Source: an optimization exercise on an open RTL-to-GDS flow (aim: small area). Production flows keep margins and buffers that such runs may drop. Only simulation tests tie the RTL to the original design; equivalence was not proved. The clock input has no modelled driver; a real chip could not lean on it and would need a root buffer or a full tree. Power and IR drop assume default switching activity.

== build 75 ==
## tcp_syn_os_fingerprinter_top
module tcp_syn_os_fingerprinter_top #(
  parameter int unsigned COUNT_WIDTH = 16
) (
  input  logic         clk_i,
  input  logic         rst_ni,
  input  logic         s_axis_tvalid,
  output logic         s_axis_tready,
  input  logic [23:0]  s_axis_tdata,
  input  logic [0:0]   s_axis_tuser,
  output logic         m_axis_tvalid,
  input  logic         m_axis_tready,
  output logic [135:0] m_axis_tdata,
  output logic [0:0]   m_axis_tuser
);
Size in the first run: ~740 cells after synthesis, ~170 I/O pins, ~8300 um^2 of cells after synthesis.
export LEC_CHECK = 0
export CAP_MARGIN = 20
export CORE_MARGIN = 2
export CORE_UTILIZATION = 60
export SLEW_MARGIN = 20
create_clock -name core_clock -period 6.0 [get_ports {clk_i}]
standard.sh (not shown) runs the stock make flow with config.mk's settings and CLKGATE_MAP_FILE= SYNTH_SCRIPT=/design/flow/synth_recipe.tcl, a recipe that flattens the netlist after the stock synthesis.
==> flow/flow/run.sh <==
#!/bin/bash
# Own layout flow: the standard.sh with the standard synthesis unchanged, then:
#  - constant outputs keep the single tie cell from synthesis (no per-port tie cells),
#  - port buffers use sky130_fd_sc_hd__buf_1,
#  - the clock tree is built by flow/clock_tree.tcl (sourced before CTS): one root
#    buffer driving CLK_LEAVES leaf buffers, each driving one cluster of flip-flops,
#  - after the floorplan, flow/restructure.tcl re-maps the combinational logic for
#    area with OpenROAD's restructure (ABC) and keeps a single tie cell,
#  - before the placement repair, flow/downsize.tcl puts combinational cells with
#    few loads at their smallest drive strength; repair_design sizes up as needed.
# Each step's full output goes to its own log here.
set -euo pipefail
# Liberty file without the platform's don't-use cells, for restructure.
DONT_USE=$(sed -n '/^export DONT_USE_CELLS += \\/,/^$/p' "$FLOW_HOME/platforms/sky130hd/config.mk" | grep -o 'sky130_fd_sc_hd__[a-z0-9_]*')
python3 flow/filter_lib.py "$FLOW_HOME/platforms/sky130hd/lib/sky130_fd_sc_hd__tt_025C_1v80.lib" "$PWD/rs.lib" $DONT_USE > filter_lib.log 2>&1
export RS_LIB="$PWD/rs.lib"
export RS_DIR="$PWD/rmp"
export POST_FLOORPLAN_TCL="$PWD/flow/restructure.tcl"
export PRE_CTS_TCL="$PWD/flow/clock_tree.tcl"
export CLK_LEAVES=11
export PRE_RESIZE_TCL="$PWD/flow/downsize.tcl"
export DS_MAXFO=8
export CLK_LEAF_BUF=sky130_fd_sc_hd__clkbuf_8
export CLK_ROOT_BUF=sky130_fd_sc_hd__clkbuf_16
bash standard.sh synth > 1_synth.log 2>&1
bash standard.sh SKIP_REPAIR_TIE_FANOUT=1 floorplan > 2_floorplan.log 2>&1
bash standard.sh SKIP_REPAIR_TIE_FANOUT=1 \
  "BUFFER_PORTS_ARGS=-buffer_cell sky130_fd_sc_hd__buf_1" \
  finish > 3_finish.log 2>&1
==> flow/flow/clock_tree.tcl <==
# Sourced by ORFS cts.tcl as PRE_CTS_TCL. Replaces clock_tree_synthesis with a
# small balanced tree: the clock port drives one root buffer, which drives
# CLK_LEAVES leaf buffers; each leaf drives one cluster of the flip-flops (k-means
# with equal cluster sizes).
# Every flip-flop sees the same two buffer levels.

proc ct_assign {pts cent cap} {
  # Nearest-centroid assignment with at most cap points per cluster: pairs are
  # taken in order of distance.
  set pairs {}
  set i 0
  foreach p $pts {
    set c 0
    foreach q $cent {
      lappend pairs [list [expr {abs([lindex $p 0] - [lindex $q 0]) + abs([lindex $p 1] - [lindex $q 1])}] $i $c]
      incr c
    }
    incr i
  }
  set asg [lrepeat [llength $pts] -1]
  set cnt [lrepeat [llength $cent] 0]
  foreach pr [lsort -real -index 0 $pairs] {
    lassign $pr d i c
    if {[lindex $asg $i] < 0 && [lindex $cnt $c] < $cap} {
      lset asg $i $c
      lset cnt $c [expr {[lindex $cnt $c] + 1}]
    }
  }
  return $asg
}

proc ct_kmeans {pts k iters} {
  # pts: list of {x y}; returns {cluster ids, centroids}
  set n [llength $pts]
  set cap [expr {($n + $k - 1) / $k}]
  set sorted [lsort -real -index 0 $pts]
  set cent {}
  for {set i 0} {$i < $k} {incr i} {
    lappend cent [lindex $sorted [expr {int(($i + 0.5) * $n / $k)}]]
  }
  set asg {}
  for {set it 0} {$it < $iters} {incr it} {
    set asg [ct_assign $pts $cent $cap]
    set newc {}
    for {set c 0} {$c < $k} {incr c} {
      set sx 0.0; set sy 0.0; set m 0
      foreach p $pts a $asg {
        if {$a == $c} { set sx [expr {$sx + [lindex $p 0]}]; set sy [expr {$sy + [lindex $p 1]}]; incr m }
      }
      if {$m > 0} { lappend newc [list [expr {$sx / $m}] [expr {$sy / $m}]] } else { lappend newc [lindex $cent $c] }
    }
    set cent $newc
  }
  return [list $asg $cent]
}

rename clock_tree_synthesis ct_orig_clock_tree_synthesis
proc clock_tree_synthesis {args} {
  set db [ord::get_db]
  set block [ord::get_db_block]
  set k $::env(CLK_LEAVES)
  set leaf_master [$db findMaster $::env(CLK_LEAF_BUF)]
  set root_master [$db findMaster $::env(CLK_ROOT_BUF)]
  set clknet [$block findNet clk_i]
  set sinks {}
  set pts {}
  foreach it [$clknet getITerms] {
    set inst [$it getInst]
    set bb [$inst getBBox]
    lappend sinks $it
    lappend pts [list [expr {([$bb xMin] + [$bb xMax]) / 2.0}] [expr {([$bb yMin] + [$bb yMax]) / 2.0}]]
  }
  puts "clock_tree: [llength $sinks] sinks, $k leaves"
  lassign [ct_kmeans $pts $k 30] asg cent
  # root buffer at the centroid of the leaf positions
  set rx 0.0; set ry 0.0
  foreach c $cent { set rx [expr {$rx + [lindex $c 0]}]; set ry [expr {$ry + [lindex $c 1]}] }
  set rx [expr {int($rx / $k)}]; set ry [expr {int($ry / $k)}]
  set rootnet [odb::dbNet_create $block clknet_root]
  $rootnet setSigType CLOCK
  set root [odb::dbInst_create $block $root_master clkbuf_root]
  $root setLocation $rx $ry
  $root setPlacementStatus PLACED
  [$root findITerm A] connect $clknet
  [$root findITerm X] connect $rootnet
  for {set c 0} {$c < $k} {incr c} {
    set net [odb::dbNet_create $block clknet_leaf_$c]
    $net setSigType CLOCK
    set b [odb::dbInst_create $block $leaf_master clkbuf_leaf_$c]
    $b setLocation [expr {int([lindex $cent $c 0])}] [expr {int([lindex $cent $c 1])}]
    $b setPlacementStatus PLACED
    [$b findITerm A] connect $rootnet
    [$b findITerm X] connect $net
    set m 0
    foreach it $sinks a $asg {
      if {$a == $c} { $it disconnect; $it connect $net; incr m }
    }
    puts "clock_tree: leaf $c has $m sinks"
  }
  set_propagated_clock [all_clocks]
}
==> flow/flow/restructure.tcl <==
# Sourced by ORFS floorplan.tcl as POST_FLOORPLAN_TCL. Re-maps the combinational
# logic for area with OpenROAD's restructure (ABC), using a liberty file without
# the platform's don't-use cells (RS_LIB), then puts all constant loads back on a
# single tie cell, as synthesis left them.

proc merge_ties {} {
  set block [ord::get_db_block]
  set ties {}
  foreach inst [$block getInsts] {
    if {[[$inst getMaster] getName] eq "sky130_fd_sc_hd__conb_1"} { lappend ties $inst }
  }
  if {[llength $ties] < 2} { return }
  set keep [lindex $ties 0]
  foreach t [lrange $ties 1 end] {
    foreach pin {LO HI} {
      set it [$t findITerm $pin]
      set net [$it getNet]
      if {$net eq "NULL"} continue
      set kit [$keep findITerm $pin]
      set tgt [$kit getNet]
      if {$tgt eq "NULL"} {
        $it disconnect
        $kit connect $net
        continue
      }
      foreach o [$net getITerms] {
        if {[$o getInst] ne $t} { $o disconnect; $o connect $tgt }
      }
      foreach b [$net getBTerms] { $b connect $tgt }
      $it disconnect
      odb::dbNet_destroy $net
    }
    odb::dbInst_destroy $t
  }
  puts "merge_ties: [llength $ties] tie cells merged into one"
}

report_design_area
file mkdir $::env(RS_DIR)
restructure -target area -liberty_file $::env(RS_LIB) \
  -tielo_port sky130_fd_sc_hd__conb_1/LO -tiehi_port sky130_fd_sc_hd__conb_1/HI \
  -work_dir $::env(RS_DIR) -abc_logfile $::env(RS_DIR)/abc.log
merge_ties
report_design_area
Other scripts of this flow, unchanged in this note and not shown: flow/flow/downsize.tcl, flow/flow/filter_lib.py
Build 75 was carried through to the last stage, and its layout satisfied the timing, DRC and antenna checks.
For build 34, these inputs were changed with respect to build 75:
- CORE_UTILIZATION now 70, was 60
--- a/flow/flow/run.sh
+++ b/flow/flow/run.sh
@@ -17,0 +18 @@
+export RS_SLACK=0.5
--- a/flow/flow/restructure.tcl
+++ b/flow/flow/restructure.tcl
@@ -41,0 +42 @@
+  -slack_threshold $::env(RS_SLACK) \
--- outcome ---
Die area for build 34: 14% down relative to build 75. When build 34 is measured against build 75, its switching power total turns out 0.81% higher. Build 34 vs build 75: HPWL reported at the end of detailed placement down by a few percent. The clock group share of total power was comparable across build 34 and build 75. Summed area of non-filler cells in the final layout in build 34 vs build 75: down 0.71%. Diff build 75 -> build 34: fmax lost 1.3%; vias after detailed routing essentially unchanged; total routed wirelength comparable; wire length of the first global-routing pass up about 0.6%; post-route fraction of the period consumed by the critical path rose by 1.3 points. Of build 34 and build 75, build 75 shows the lower switching part of the total power, with build 34 above it.
Inputs modified between build 34 and build 64:
--- a/flow/flow/run.sh
+++ b/flow/flow/run.sh
@@ -18 +17,0 @@
-export RS_SLACK=0.5
@@ -25 +24 @@
-export CLK_ROOT_BUF=sky130_fd_sc_hd__clkbuf_16
+export CLK_ROOT_BUF=sky130_fd_sc_hd__clkbuf_8
--- a/flow/flow/restructure.tcl
+++ b/flow/flow/restructure.tcl
@@ -42 +41,0 @@
-  -slack_threshold $::env(RS_SLACK) \
### Flow results
Build 34 → build 64: time the final worst path needs with I/O delays and setup higher, power shrank by about 0.6%, overall global routing resource usage barely changed, share of the synthesized area in compound gates (AO/OA/AOI/OAI) roughly the same.
#### Input delta (build 16 over build 64)
--- a/flow/flow/run.sh
+++ b/flow/flow/run.sh
@@ -24 +24 @@
-export CLK_ROOT_BUF=sky130_fd_sc_hd__clkbuf_8
+export CLK_ROOT_BUF=sky130_fd_sc_hd__clkbuf_16
==> summary.txt <==
Build 16 closes out successfully: all stages finished, all timing, DRC and antenna checks passed. Build 64 tops out at a lower clock frequency than build 16. Delta (build 16 minus build 64): delay contributed by the slowest stage of the critical path was more or less identical, total buffers and inverters traversed by the critical path went up by 1, flip-flop and latch count after synthesis was more or less identical, worst hold slack was more or less identical. The end of the critical path comes out m_axis_tdata[111] in one run and m_axis_tdata[114] in the other, namely in build 16 and build 64 respectively. Compared with build 64, in build 16 total wire length after detailed routing held steady; worst relative slew slack grew by 0.44 points; total via count in the routed design held steady.
In every run of this note, the design's own scripts or RTL, not TritonCTS, make the clock network.

wip/delta:
Another version of the RTL of tcp_syn_os_fingerprinter_top (not shown whole).
For scale: ~660 cells after synthesis, ~170 flip-flops, roughly 170 I/O pins, roughly 8100 um^2 of cells after synthesis.
## tcp_syn_os_fingerprinter_top
module tcp_syn_os_fingerprinter_top #(
  parameter int unsigned COUNT_WIDTH = 16
) (
  input  logic         clk_i,
  input  logic         rst_ni,
  input  logic         s_axis_tvalid,
  output logic         s_axis_tready,
  input  logic [23:0]  s_axis_tdata,
  input  logic [0:0]   s_axis_tuser,
  output logic         m_axis_tvalid,
  input  logic         m_axis_tready,
  output logic [135:0] m_axis_tdata,
  output logic [0:0]   m_axis_tuser
);
Settings: LEC_CHECK=0, CAP_MARGIN=20, CORE_MARGIN=2, CORE_UTILIZATION=70, SLEW_MARGIN=20; clock period 6.0 ns.
==> flow/flow/run.sh <==
#!/bin/bash
# Own layout flow: the standard.sh with the standard synthesis unchanged, then:
#  - constant outputs keep the single tie cell from synthesis (no per-port tie cells),
#  - port buffers use sky130_fd_sc_hd__buf_1,
#  - the clock tree is built by flow/clock_tree.tcl (sourced before CTS): one root
#    buffer driving CLK_LEAVES leaf buffers, each driving one cluster of flip-flops.
# Each step's full output goes to its own log here.
set -euo pipefail
export PRE_CTS_TCL="$PWD/flow/clock_tree.tcl"
export CLK_LEAVES=10
export CLK_LEAF_BUF=sky130_fd_sc_hd__clkbuf_8
export CLK_ROOT_BUF=sky130_fd_sc_hd__clkbuf_16
bash standard.sh synth > 1_synth.log 2>&1
bash standard.sh SKIP_REPAIR_TIE_FANOUT=1 floorplan > 2_floorplan.log 2>&1
bash standard.sh SKIP_REPAIR_TIE_FANOUT=1 \
  "BUFFER_PORTS_ARGS=-buffer_cell sky130_fd_sc_hd__buf_1" \
  finish > 3_finish.log 2>&1
==> flow/flow/clock_tree.tcl <==
# Sourced by ORFS cts.tcl as PRE_CTS_TCL. Replaces clock_tree_synthesis with a
# small balanced tree: the clock port drives one root buffer, which drives
# CLK_LEAVES leaf buffers; each leaf drives one k-means cluster of the flip-flops.
# Every flip-flop sees the same two buffer levels.

proc ct_kmeans {pts k iters} {
  # pts: list of {x y}; returns list of cluster ids
  set n [llength $pts]
  set sorted [lsort -real -index 0 $pts]
  set cent {}
  for {set i 0} {$i < $k} {incr i} {
    lappend cent [lindex $sorted [expr {int(($i + 0.5) * $n / $k)}]]
  }
  set asg {}
  for {set it 0} {$it < $iters} {incr it} {
    set asg {}
    foreach p $pts {
      set best 0; set bd 1e30
      for {set c 0} {$c < $k} {incr c} {
        set cx [lindex $cent $c 0]; set cy [lindex $cent $c 1]
        set d [expr {abs([lindex $p 0] - $cx) + abs([lindex $p 1] - $cy)}]
        if {$d < $bd} { set bd $d; set best $c }
      }
      lappend asg $best
    }
    set newc {}
    for {set c 0} {$c < $k} {incr c} {
      set sx 0.0; set sy 0.0; set m 0
      foreach p $pts a $asg {
        if {$a == $c} { set sx [expr {$sx + [lindex $p 0]}]; set sy [expr {$sy + [lindex $p 1]}]; incr m }
      }
      if {$m > 0} { lappend newc [list [expr {$sx / $m}] [expr {$sy / $m}]] } else { lappend newc [lindex $cent $c] }
    }
    set cent $newc
  }
  return [list $asg $cent]
}

rename clock_tree_synthesis ct_orig_clock_tree_synthesis
proc clock_tree_synthesis {args} {
  set db [ord::get_db]
  set block [ord::get_db_block]
  set k $::env(CLK_LEAVES)
  set leaf_master [$db findMaster $::env(CLK_LEAF_BUF)]
  set root_master [$db findMaster $::env(CLK_ROOT_BUF)]
  set clknet [$block findNet clk_i]
  set sinks {}
  set pts {}
  foreach it [$clknet getITerms] {
    set inst [$it getInst]
    set bb [$inst getBBox]
    lappend sinks $it
    lappend pts [list [expr {([$bb xMin] + [$bb xMax]) / 2.0}] [expr {([$bb yMin] + [$bb yMax]) / 2.0}]]
  }
  puts "clock_tree: [llength $sinks] sinks, $k leaves"
  lassign [ct_kmeans $pts $k 30] asg cent
  # root buffer at the centroid of the leaf positions
  set rx 0.0; set ry 0.0
  foreach c $cent { set rx [expr {$rx + [lindex $c 0]}]; set ry [expr {$ry + [lindex $c 1]}] }
  set rx [expr {int($rx / $k)}]; set ry [expr {int($ry / $k)}]
  set rootnet [odb::dbNet_create $block clknet_root]
  $rootnet setSigType CLOCK
  set root [odb::dbInst_create $block $root_master clkbuf_root]
  $root setLocation $rx $ry
  $root setPlacementStatus PLACED
  [$root findITerm A] connect $clknet
  [$root findITerm X] connect $rootnet
  for {set c 0} {$c < $k} {incr c} {
    set net [odb::dbNet_create $block clknet_leaf_$c]
    $net setSigType CLOCK
    set b [odb::dbInst_create $block $leaf_master clkbuf_leaf_$c]
    $b setLocation [expr {int([lindex $cent $c 0])}] [expr {int([lindex $cent $c 1])}]
    $b setPlacementStatus PLACED
    [$b findITerm A] connect $rootnet
    [$b findITerm X] connect $net
    set m 0
    foreach it $sinks a $asg {
      if {$a == $c} { $it disconnect; $it connect $net; incr m }
    }
    puts "clock_tree: leaf $c has $m sinks"
  }
  set_propagated_clock [all_clocks]
}
diff inputs: wip/delta => wip/amber
diff --git a/flow/flow/run.sh b/flow/flow/run.sh
--- a/flow/flow/run.sh
+++ b/flow/flow/run.sh
@@ -5,3 +5,3 @@
 #  - the clock tree is built by flow/clock_tree.tcl (sourced before CTS): one root
-#    buffer driving CLK_LEAVES leaf buffers, each driving one cluster of flip-flops.
+#    buffer driving CLK_LEAVES leaf buffers, each driving one cluster of flip-flops,
 # Each step's full output goes to its own log here.
@@ -9,3 +9,3 @@
 export PRE_CTS_TCL="$PWD/flow/clock_tree.tcl"
-export CLK_LEAVES=10
+export CLK_LEAVES=11
 export CLK_LEAF_BUF=sky130_fd_sc_hd__clkbuf_8
diff --git a/flow/flow/clock_tree.tcl b/flow/flow/clock_tree.tcl
--- a/flow/flow/clock_tree.tcl
+++ b/flow/flow/clock_tree.tcl
@@ -2,8 +2,35 @@
 # small balanced tree: the clock port drives one root buffer, which drives
-# CLK_LEAVES leaf buffers; each leaf drives one k-means cluster of the flip-flops.
+# CLK_LEAVES leaf buffers; each leaf drives one cluster of the flip-flops (k-means
+# with equal cluster sizes).
 # Every flip-flop sees the same two buffer levels.
 
+proc ct_assign {pts cent cap} {
+  # Nearest-centroid assignment with at most cap points per cluster: pairs are
+  # taken in order of distance.
+  set pairs {}
+  set i 0
+  foreach p $pts {
+    set c 0
+    foreach q $cent {
+      lappend pairs [list [expr {abs([lindex $p 0] - [lindex $q 0]) + abs([lindex $p 1] - [lindex $q 1])}] $i $c]
+      incr c
+    }
+    incr i
+  }
+  set asg [lrepeat [llength $pts] -1]
+  set cnt [lrepeat [llength $cent] 0]
+  foreach pr [lsort -real -index 0 $pairs] {
+    lassign $pr d i c
+    if {[lindex $asg $i] < 0 && [lindex $cnt $c] < $cap} {
+      lset asg $i $c
+      lset cnt $c [expr {[lindex $cnt $c] + 1}]
+    }
+  }
+  return $asg
+}
+
 proc ct_kmeans {pts k iters} {
-  # pts: list of {x y}; returns list of cluster ids
+  # pts: list of {x y}; returns {cluster ids, centroids}
   set n [llength $pts]
+  set cap [expr {($n + $k - 1) / $k}]
   set sorted [lsort -real -index 0 $pts]
@@ -15,12 +42,3 @@
   for {set it 0} {$it < $iters} {incr it} {
-    set asg {}
-    foreach p $pts {
-      set best 0; set bd 1e30
-      for {set c 0} {$c < $k} {incr c} {
-        set cx [lindex $cent $c 0]; set cy [lindex $cent $c 1]
-        set d [expr {abs([lindex $p 0] - $cx) + abs([lindex $p 1] - $cy)}]
-        if {$d < $bd} { set bd $d; set best $c }
-      }
-      lappend asg $best
-    }
+    set asg [ct_assign $pts $cent $cap]
     set newc {}
For wip/amber and wip/delta, there was not a single run that failed to finish clean. wip/delta → wip/amber: worst setup margin rose by 0.014 ns; final wirelength rose by 120 um; final instance area stayed essentially flat; clock power rose by 5.4%; overall track demand over capacity in global routing stayed essentially flat. wip/amber: part of the total power dissipated in the clock network 0.8 points above wip/delta.
Input-level comparison between wip/maple and wip/amber:
diff --git a/flow/flow/run.sh b/flow/flow/run.sh
--- a/flow/flow/run.sh
+++ b/flow/flow/run.sh
@@ -6,2 +6,4 @@
 #    buffer driving CLK_LEAVES leaf buffers, each driving one cluster of flip-flops,
+#  - after global routing, ORFS's power recovery (RECOVER_POWER) downsizes cells
+#    with slack to spare.
 # Each step's full output goes to its own log here.
@@ -16,2 +18,3 @@
   "BUFFER_PORTS_ARGS=-buffer_cell sky130_fd_sc_hd__buf_1" \
+  RECOVER_POWER=100 \
   finish > 3_finish.log 2>&1
Findings:
Compared with wip/amber, wip/maple supports a higher clock frequency. wip/amber -> wip/maple: maximum fanout along the worst path delta 0, exact match. wip/maple — worst path arrival time 0.12 ns lower, wip/amber as reference. | wip/maple | all stages done | FAIL | capacitance limit, slew limit |. Summary of wip/maple over wip/amber: delay of the slowest critical-path stage now sits higher, area added between synthesis and finish now sits lower, share of power burned in combinational logic now sits at about the same level.
In every run of this note, the design's own scripts or RTL, not TritonCTS, make the clock network.

[separate check: timing with driven ports]
The results above use ideal ports. As a check the final layouts listed here were re-extracted and re-timed, cells and wires unchanged.
Step 1, drivers: a clkbuf_16 drives clk_i and a buf_2 each remaining input, both assumed.
Step 2 moves the port delays by t, midway between the first and last clock arrival at a register: inputs arrive t later, outputs are due t later. That takes back most of the time a late clock gives input paths.
Slacks: ideal ports / drivers / drivers and shift; pairs: ideal ports / drivers.
run | t (ns) | slack for setup (ns) | worst setup path after step 2 | worst data-port slew with drivers (ns)
build 75 | 0.412 | 0.286 / 0.241 / 0.653 | register to output | 0.03
build 34 | 0.397 | 0.209 / 0.169 / 0.566 | register to output | 0.04
build 64 | 0.458 | 0.188 / 0.153 / 0.610 | register to output | 0.04
build 16 | 0.397 | 0.209 / 0.169 / 0.566 | register to output | 0.04
wip/delta | 0.384 | 0.935 / 0.901 / 1.285 | register to output | 0.05
wip/amber | 0.396 | 0.949 / 0.915 / 1.311 | register to output | 0.05
wip/maple | 0.394 | 1.066 / 1.031 / 1.425 | register to output | 0.05
